From an optimization exercise on the open Yosys and OpenROAD flow, aimed at small area, a short achievable clock period and few clock cycles; shortcuts taken in it are not production practice. RTL that was checked went through simulation tests only; none was proved equivalent to the original. Power is estimated from default activity; no workload was simulated.

## willow
## evs_finder_top
module evs_finder_top (
  input  logic        clk,
  input  logic        reset,
  input  logic        cmd_start,
  input  logic [2:0]  cmd_op,
  input  logic [41:0] cmd_adr_target,
  input  logic [41:0] cmd_adr_search,
  input  logic [9:0]  cmd_threshold,
  input  logic [9:0]  cmd_wait_cycles,
  input  logic [3:0]  cmd_evs_wanted,
  input  logic [15:0] cmd_guess_limit,
  input  logic        cmd_large_page,
  output logic        mem_req_valid,
  output logic        mem_req_write,
  output logic [41:0] mem_req_addr,
  input  logic        mem_ack,
  input  logic [3:0]  evs_rd_index,
  output logic        op_done,
  output logic [9:0]  op_timing,
  output logic [3:0]  evs_count,
  output logic [41:0] evs_rd_data
);
Settings: LEC_CHECK=0, CAP_MARGIN=20, CORE_MARGIN=2, CORE_UTILIZATION=60, SETUP_SLACK_MARGIN=2.6, SLEW_MARGIN=20; clock period 5.0 ns.
standard.sh (not shown) runs the stock make flow with config.mk's settings and CLKGATE_MAP_FILE= SYNTH_SCRIPT=/design/flow/synth_recipe.tcl, a recipe that flattens the netlist after the stock synthesis.
==> flow/flow/run.sh <==
#!/bin/bash
# The standard layout, with the smallest buffer on every port instead of the
# delay-cell buffer buffer_ports picks by default. The timing repair may still
# upsize any port buffer on a critical path.
set -euo pipefail
export BUFFER_PORTS_ARGS="-buffer_cell sky130_fd_sc_hd__buf_1"
bash standard.sh > standard_flow.log 2>&1
Here is what was changed in the inputs of delta compared with willow.
diff --git a/flow/design.v b/flow/design.v
--- a/flow/design.v
+++ b/flow/design.v
@@ -23,22 +23,23 @@
   input  logic        mem_ack,
   input  logic [3:0]  evs_rd_index,
   output logic        op_done,
   output logic [9:0]  op_timing,
   output logic [3:0]  evs_count,
   output logic [41:0] evs_rd_data
 );
   logic [41:0] target_q;
   logic [25:0] base_hi;      
   logic [4:0]  base_lo;      
   logic [15:0] rem;          
+  logic        rem_0;        
   logic [9:0]  thr_m1;       
   logic        thr_le1;      
   logic [9:0]  wait_m1;      
   logic        wait_0;       
   logic [3:0]  need_q;       
   logic        large_q;
   logic        idle;         
   logic        start;        
   logic        waitack;      
   logic        waitw;        
   logic        is_wb;        
@@ -60,23 +61,23 @@
   logic        found;
   logic        rt_done;
   logic [9:0]  lat_inc;
   logic [15:0] rb_m;
   logic [16:0] g_inc;
   logic [16:0] sel_g;
   logic [25:0] hi_p1;
   logic [25:0] hi_sel;
   logic [15:0] rb_grp [4];
   logic [41:0] gaddr;
   logic [15:0] srch_mid;
-  assign at_limit = (rem == 16'd0);
+  assign at_limit = rem_0;
   assign rt_ack   = waitack && mem_ack && (kind == evs_pkg::K_RT);
   assign found    = rt_ack && slow;
   assign rt_done  = rt_ack && ((slow && count == need_q) || at_limit);
   assign lat_inc  = (lat == 10'h3FF) ? lat : lat + 10'd1;
   assign g_inc    = {g[16] | g_full, g[15:0] + 16'd1};
   logic [3:0]  sel_idx;
   logic [16:0] busy_g;
   assign busy_g  = (kind == evs_pkg::K_RT) ? g_inc : g;
   assign sel_idx = evs_rd_index | {4{!idle}};
   always_comb begin
     for (int j = 0; j < 4; j++) begin
@@ -205,25 +206,27 @@
   assign launch = start
                || (waitw && wait_hit && kind != evs_pkg::K_SGL)
                || (rt_ack && !rt_done);
   always_ff @(posedge clk) begin
     slow <= launch ? thr_le1 : (slow || lat == thr_m1);
   end
   always_ff @(posedge clk) begin
     wait_hit <= (waitack && mem_ack) ? wait_0 : ((is_wb ? g[9:0] : lat) == wait_m1);
   end
   always_ff @(posedge clk) begin
     if (idle && cmd_start) begin
-      rem <= cmd_guess_limit;
+      rem   <= cmd_guess_limit;
+      rem_0 <= (cmd_guess_limit == 16'd0);
     end else if (rt_ack) begin
-      rem <= rem - 16'd1;
+      rem   <= rem - 16'd1;
+      rem_0 <= (rem == 16'd1);
     end
   end
   always_ff @(posedge clk) begin
     for (int k = 0; k < 15; k++) begin
       if (found && count == 4'(k)) slot[k] <= g[15:0];
     end
   end
   logic addr_tgt;
   assign addr_tgt = !idle && (start
                            || (waitw && kind != evs_pkg::K_GW)
                            || (waitack && kind == evs_pkg::K_RT && slow && mem_ack));
Notes after the runs:
- From willow to delta the numbers moved as follows: post-detailed-routing wire length fell 3.0%, multi-input gate share of the layout cell area fell 0.49 points, maximum clock skew at final layout fell 10 ps, critical path depth in cells rose 2, via count fell about 1%.
- Taking willow as the reference point, the sequential group share of total power of delta falls by 0.2 points.
- From willow to delta, length in cells of the worst reg-to-reg path did not move at all.
- Going from willow to delta, non-filler instance count after layout shows a reduction of 9, die area rose by about 0.5%, met1 usage in global routing went up 0.83 points, share of total power in the clock network climbed 0.6 points.
- Diff delta and willow: core utilization lower in delta
- Between delta and willow, the proportion of final cell area spent on non-clock buffers figures differ only marginally.
Testbench counts of delta, summed over its fixed seeds: cycles 144,010.
Function not checked in willow: the RTL went through the layout flow alone.

========
alpha:
Another version of the RTL of evs_finder_top (not shown whole).
For scale: ~440 flip-flops, ~240 I/O pins, about 0.020 mm^2 of cells after synthesis.
// evs_finder_top
module evs_finder_top (
  input  logic        clk,
  input  logic        reset,
  input  logic        cmd_start,
  input  logic [2:0]  cmd_op,
  input  logic [41:0] cmd_adr_target,
  input  logic [41:0] cmd_adr_search,
  input  logic [9:0]  cmd_threshold,
  input  logic [9:0]  cmd_wait_cycles,
  input  logic [3:0]  cmd_evs_wanted,
  input  logic [15:0] cmd_guess_limit,
  input  logic        cmd_large_page,
  output logic        mem_req_valid,
  output logic        mem_req_write,
  output logic [41:0] mem_req_addr,
  input  logic        mem_ack,
  input  logic [3:0]  evs_rd_index,
  output logic        op_done,
  output logic [9:0]  op_timing,
  output logic [3:0]  evs_count,
  output logic [41:0] evs_rd_data
);
  logic [41:0] target_q;
  logic [25:0] base_hi;      
  logic [4:0]  base_lo;      
  logic [15:0] end_q;        
  logic [9:0]  thr_q;
  logic [9:0]  wait_q;
  logic [3:0]  need_q;       
  logic        large_q;
  logic        idle;         
  logic        start;        
  logic        waitack;      
  logic        waitw;        
  logic        is_wb;        
  logic [1:0]  kind;         
  logic        req_valid;
  logic        req_write;
  logic [9:0]  lat;          
  logic [16:0] g;            
  logic        g_full;       
  logic [3:0]  count;
  logic [15:0] slot [15];
  logic [3:0]  wr_lo;
  logic [41:0] addr_q;
  logic        slow;
  logic        at_limit;
  logic        wait_hit;
  logic        rt_ack;
  logic        found;
  logic        rt_done;
  logic [9:0]  lat_inc;
  logic [16:0] rb_g;
  logic [15:0] rb_m;
  logic [16:0] g_inc;
  logic [16:0] sel_g;
  logic [25:0] hi_p1;
  logic [25:0] hi_sel;
  logic [15:0] rb_grp [4];
  logic [41:0] gaddr;
  logic [15:0] srch_mid;
  assign slow     = (lat >= thr_q);
  assign at_limit = (g[15:0] == end_q);
  assign wait_hit = ((is_wb ? g[9:0] : lat) == wait_q);
  ...
==> module evs_finder_top, before the edit <==
module evs_finder_top (
  input  logic        clk,
  input  logic        reset,
  input  logic        cmd_start,
  input  logic [2:0]  cmd_op,
  input  logic [41:0] cmd_adr_target,
  input  logic [41:0] cmd_adr_search,
  input  logic [9:0]  cmd_threshold,
  input  logic [9:0]  cmd_wait_cycles,
  input  logic [3:0]  cmd_evs_wanted,
  input  logic [15:0] cmd_guess_limit,
  input  logic        cmd_large_page,
  output logic        mem_req_valid,
  output logic        mem_req_write,
  output logic [41:0] mem_req_addr,
  input  logic        mem_ack,
  input  logic [3:0]  evs_rd_index,
  output logic        op_done,
  output logic [9:0]  op_timing,
  output logic [3:0]  evs_count,
  output logic [41:0] evs_rd_data
);
  logic [41:0] target_q;
  logic [25:0] base_hi;      
  logic [4:0]  base_lo;      
  logic [15:0] end_q;        
  logic [9:0]  thr_q;
  logic [9:0]  wait_q;
  logic [3:0]  need_q;       
  logic        large_q;
  logic        idle;         
  logic        start;        
  logic        waitack;      
  logic        waitw;        
  logic        is_wb;        
  logic [1:0]  kind;         
  logic        req_valid;
  logic        req_write;
  logic [9:0]  lat;          
  logic [16:0] g;            
  logic        g_full;       
  logic [3:0]  count;
  logic [15:0] slot [15];
  logic [3:0]  wr_lo;
  logic [41:0] addr_q;
  logic        slow;
  logic        at_limit;
  logic        wait_hit;
  logic        rt_ack;
  logic        found;
  logic        rt_done;
  logic [9:0]  lat_inc;
  logic [16:0] rb_g;
  logic [15:0] rb_m;
  logic [16:0] g_inc;
  logic [16:0] sel_g;
  logic [25:0] hi_p1;
  logic [25:0] hi_sel;
  logic [15:0] rb_grp [4];
  logic [41:0] gaddr;
  logic [15:0] srch_mid;
  assign slow     = (lat >= thr_q);
  assign at_limit = (g[15:0] == end_q);
  assign wait_hit = ((is_wb ? g[9:0] : lat) == wait_q);
  assign rt_ack   = waitack && mem_ack && (kind == evs_pkg::K_RT);
  assign found    = rt_ack && slow;
  assign rt_done  = rt_ack && ((slow && count == need_q) || at_limit);
  assign lat_inc  = (lat == 10'h3FF) ? lat : lat + 10'd1;
  assign g_inc    = {g[16] | g_full, g[15:0] + 16'd1};
  always_comb begin
    for (int j = 0; j < 4; j++) begin
      case (evs_rd_index[1:0])
        2'd0: rb_grp[j] = slot[4*j];
        2'd1: rb_grp[j] = slot[4*j+1];
        2'd2: rb_grp[j] = slot[4*j+2];
        default: rb_grp[j] = (j == 3) ? slot[14] : slot[4*j+3];
      endcase
    end
    rb_m = rb_grp[evs_rd_index[3:2]];
    rb_g = {evs_rd_index >= wr_lo, rb_m};
  end
  assign hi_p1 = base_hi + (large_q ? 26'd1 : 26'd32);
  assign sel_g  = idle ? rb_g : ((kind == evs_pkg::K_RT) ? g_inc : g);
  assign hi_sel = sel_g[16] ? hi_p1 : base_hi;
  assign gaddr[41:21] = hi_sel[25:5];
  assign gaddr[20:16] = large_q ? hi_sel[4:0]  : sel_g[15:11];
  assign gaddr[15:5]  = large_q ? sel_g[15:5] : sel_g[10:0];
  assign gaddr[4:0]   = large_q ? sel_g[4:0]  : base_lo;
  assign srch_mid = cmd_large_page ? cmd_adr_search[15:0] : cmd_adr_search[20:5];
  always_ff @(posedge clk) begin
    if (idle && cmd_start) begin
      target_q <= cmd_adr_target;
      base_hi  <= cmd_adr_search[41:16];
      base_lo  <= cmd_adr_search[4:0];
      end_q    <= srch_mid + cmd_guess_limit;
      thr_q    <= cmd_threshold;
      wait_q   <= cmd_wait_cycles;
      need_q   <= (cmd_evs_wanted == 4'd0) ? 4'd0 : cmd_evs_wanted - 4'd1;
      large_q  <= cmd_large_page;
      is_wb    <= (cmd_op == 3'd2);
    end
  end
  always_ff @(posedge clk) begin
    if (reset) begin
      idle      <= 1'b1;
      start     <= 1'b0;
      waitack   <= 1'b0;
      waitw     <= 1'b0;
      req_valid <= 1'b0;
      lat       <= '0;
      count     <= '0;
    end else begin
      req_valid <= 1'b0;
      if (idle && cmd_start) begin
        count <= '0;
        if (!cmd_op[2]) begin
          idle  <= 1'b0;
          start <= 1'b1;
        end
      end
      if (start) begin
        start     <= 1'b0;
        waitack   <= 1'b1;
        req_valid <= 1'b1;
        lat       <= 10'd1;
      end
      if (waitack) begin
        if (!mem_ack) begin
          lat <= lat_inc;
        end else begin
          case (kind)
            evs_pkg::K_WT, evs_pkg::K_GW: begin
              waitack <= 1'b0;
              waitw   <= 1'b1;
              lat     <= '0;
            end
            evs_pkg::K_RT: begin
              if (found) count <= count + 4'd1;
              if (rt_done) begin
                waitack <= 1'b0;
                idle    <= 1'b1;
              end else begin
                req_valid <= 1'b1;
                lat       <= 10'd1;
              end
            end
            default: begin
              waitack <= 1'b0;
              if (is_wb) waitw <= 1'b1;
              else       idle  <= 1'b1;
            end
          endcase
        end
      end
      if (waitw) begin
        if (wait_hit) begin
          waitw <= 1'b0;
          if (kind == evs_pkg::K_SGL) begin
            idle <= 1'b1;
          end else begin
            waitack   <= 1'b1;
            req_valid <= 1'b1;
            lat       <= 10'd1;
          end
        end else if (!is_wb) begin
          lat <= lat_inc;
        end
      end
    end
  end
  always_ff @(posedge clk) begin
    if (idle && cmd_start) begin
      kind      <= (cmd_op == 3'd0) ? evs_pkg::K_WT : evs_pkg::K_SGL;
      req_write <= (cmd_op != 3'd3);
      g         <= {1'b0, srch_mid};
      g_full    <= &srch_mid;
      wr_lo     <= '0;
    end else if (waitack && mem_ack) begin
      if (kind == evs_pkg::K_WT) kind <= evs_pkg::K_GW;
      if (kind == evs_pkg::K_GW) kind <= evs_pkg::K_RT;
      if (kind == evs_pkg::K_RT) begin
        kind      <= slow ? evs_pkg::K_WT : evs_pkg::K_GW;
        req_write <= 1'b1;
        g         <= g_inc;
        g_full    <= (g[15:0] == 16'hFFFE);
        if (slow && !g[16]) wr_lo <= count + 4'd1;
      end
      if (kind == evs_pkg::K_SGL) g <= '0;
    end else if (waitw) begin
      req_write <= (kind == evs_pkg::K_GW);
      if (is_wb) g <= g_inc;
    end
  end
  always_ff @(posedge clk) begin
    for (int k = 0; k < 15; k++) begin
      if (found && count == 4'(k)) slot[k] <= g[15:0];
    end
  end
  logic addr_tgt;
  assign addr_tgt = !idle && (start
                           || (waitw && kind != evs_pkg::K_GW)
                           || (waitack && kind == evs_pkg::K_RT && slow && mem_ack));
  always_ff @(posedge clk) begin
    addr_q <= addr_tgt ? target_q : gaddr;
  end
  assign op_done       = idle;
  assign op_timing     = lat;
  assign evs_count     = count;
  assign evs_rd_data   = addr_q;
  assign mem_req_valid = req_valid;
  assign mem_req_write = req_write;
  assign mem_req_addr  = addr_q;
endmodule
==> flow/config.mk <==
export PLATFORM = sky130hd
export DESIGN_NAME = evs_finder_top
export DESIGN_NICKNAME = evs_finder_top
export VERILOG_FILES = /design/flow/design.v
export SDC_FILE = /design/flow/constraint.sdc
export NUM_CORES = 4
export LEC_CHECK = 0
export CAP_MARGIN = 20
export CORE_MARGIN = 2
export CORE_UTILIZATION = 60
export SETUP_SLACK_MARGIN = 2.2
export SLEW_MARGIN = 20
==> flow/constraint.sdc <==
create_clock -name core_clock -period 5.0 [get_ports {clk}]
set_input_delay 1.0000 -clock core_clock [delete_from_list [all_inputs] [get_ports {clk}]]
set_output_delay 1.0000 -clock core_clock [all_outputs]
set_load 0.01 [all_outputs]
Scripts as last shown in full above: flow/flow/run.sh
Inputs modified between alpha and beta:
-- flow/design.v --
<<< alpha, line 51
  logic [3:0]  wr_lo;
  logic [41:0] addr_q;
  logic        slow;
  logic        at_limit;
  logic        wait_hit;
>>> beta, line 51
  logic [3:0]  wr_lo;
  logic [41:0] addr_q;
  logic        slow;         
  logic        launch;       
  logic        at_limit;
  logic        wait_hit;
<<< alpha, line 67
  logic [41:0] gaddr;
  logic [15:0] srch_mid;
  assign slow     = (lat >= thr_q);
  assign at_limit = (g[15:0] == end_q);
  assign wait_hit = ((is_wb ? g[9:0] : lat) == wait_q);
>>> beta, line 68
  logic [41:0] gaddr;
  logic [15:0] srch_mid;
  assign at_limit = (g[15:0] == end_q);
  assign wait_hit = ((is_wb ? g[9:0] : lat) == wait_q);
<<< alpha, line 100
      base_hi  <= cmd_adr_search[41:16];
      base_lo  <= cmd_adr_search[4:0];
      end_q    <= srch_mid + cmd_guess_limit;
      thr_q    <= cmd_threshold;
      wait_q   <= cmd_wait_cycles;
>>> beta, line 100
      base_hi  <= cmd_adr_search[41:16];
      base_lo  <= cmd_adr_search[4:0];
      end_q    <= cmd_guess_limit;
      thr_q    <= cmd_threshold;
      wait_q   <= cmd_wait_cycles;
<<< alpha, line 106
      large_q  <= cmd_large_page;
      is_wb    <= (cmd_op == 3'd2);
    end
  end
>>> beta, line 106
      large_q  <= cmd_large_page;
      is_wb    <= (cmd_op == 3'd2);
    end else if (start) begin
      end_q    <= end_q + g[15:0];   
    end
  end
<<< alpha, line 199
    end
  end
  always_ff @(posedge clk) begin
    for (int k = 0; k < 15; k++) begin
>>> beta, line 201
    end
  end
  assign launch = start
               || (waitw && wait_hit && kind != evs_pkg::K_SGL)
               || (rt_ack && !rt_done);
  always_ff @(posedge clk) begin
    slow <= launch ? (thr_q <= 10'd1) : (lat_inc >= thr_q);
  end
  always_ff @(posedge clk) begin
    for (int k = 0; k < 15; k++) begin
### Flow results
- beta ran to completion and came out clean on the timing, DRC and antenna checks.
- Changes observed in beta relative to alpha: overall die height decreased 1.4 um; worst-skew pair later-pin latency went up; synthesized cell count went up; worst setup slack dropped 30 ps; overall power consumption climbed about 3%.
- Against alpha, beta reports a fraction of power spent switching nets that is higher.
- beta ended up with simple AND/OR/NAND/NOR gates as its combinational family with the most area after synthesis; alpha ended up with multiplexers.
- Going from alpha to beta, core utilization has decreased, wire length per cell after detailed routing has decreased.
Testbench counts of beta, summed over its fixed seeds: cycles 144,010.
Only the layout flow was run in alpha; the RTL was not checked for function there.

==> afterwards: timing with drivers on the ports <==
How much do the figures lean on ideal ports? The routed layouts below were timed once more, with nothing changed but the port constraints. Step 1: set_driving_cell puts a clkbuf_16 on clk and a buf_2 on each other input, an assumption about the parent block. Step 2 moves the port delays by t, midway between the first and last clock arrival at a register: inputs arrive t later, outputs are due t later. That takes back most of the time a late clock gives input paths. a / b / c = ideal / step 1 / step 2; a / b = the first two.
run | shift t [ns] | setup slack, ns | hold slack, ns | worst data-port slew with drivers (ns)
willow | 0.625 | 2.433 / 2.433 / 1.842 | 0.448 / 0.448 / 0.448 | 0.22
delta | 0.609 | 2.554 / 2.423 / 1.814 | 0.442 / 0.442 / 0.442 | 0.19
alpha | 0.599 | 2.103 / 2.031 / 1.432 | 0.471 / 0.471 / 0.471 | 0.17
beta | 0.610 | 2.072 / 2.072 / 1.706 | 0.447 / 0.447 / 0.447 | 0.08
After both steps every run listed still meets setup and hold. For delta, which loses most, drivers alone change the setup slack by -0.131 ns; drivers and shift together by -0.740 ns.
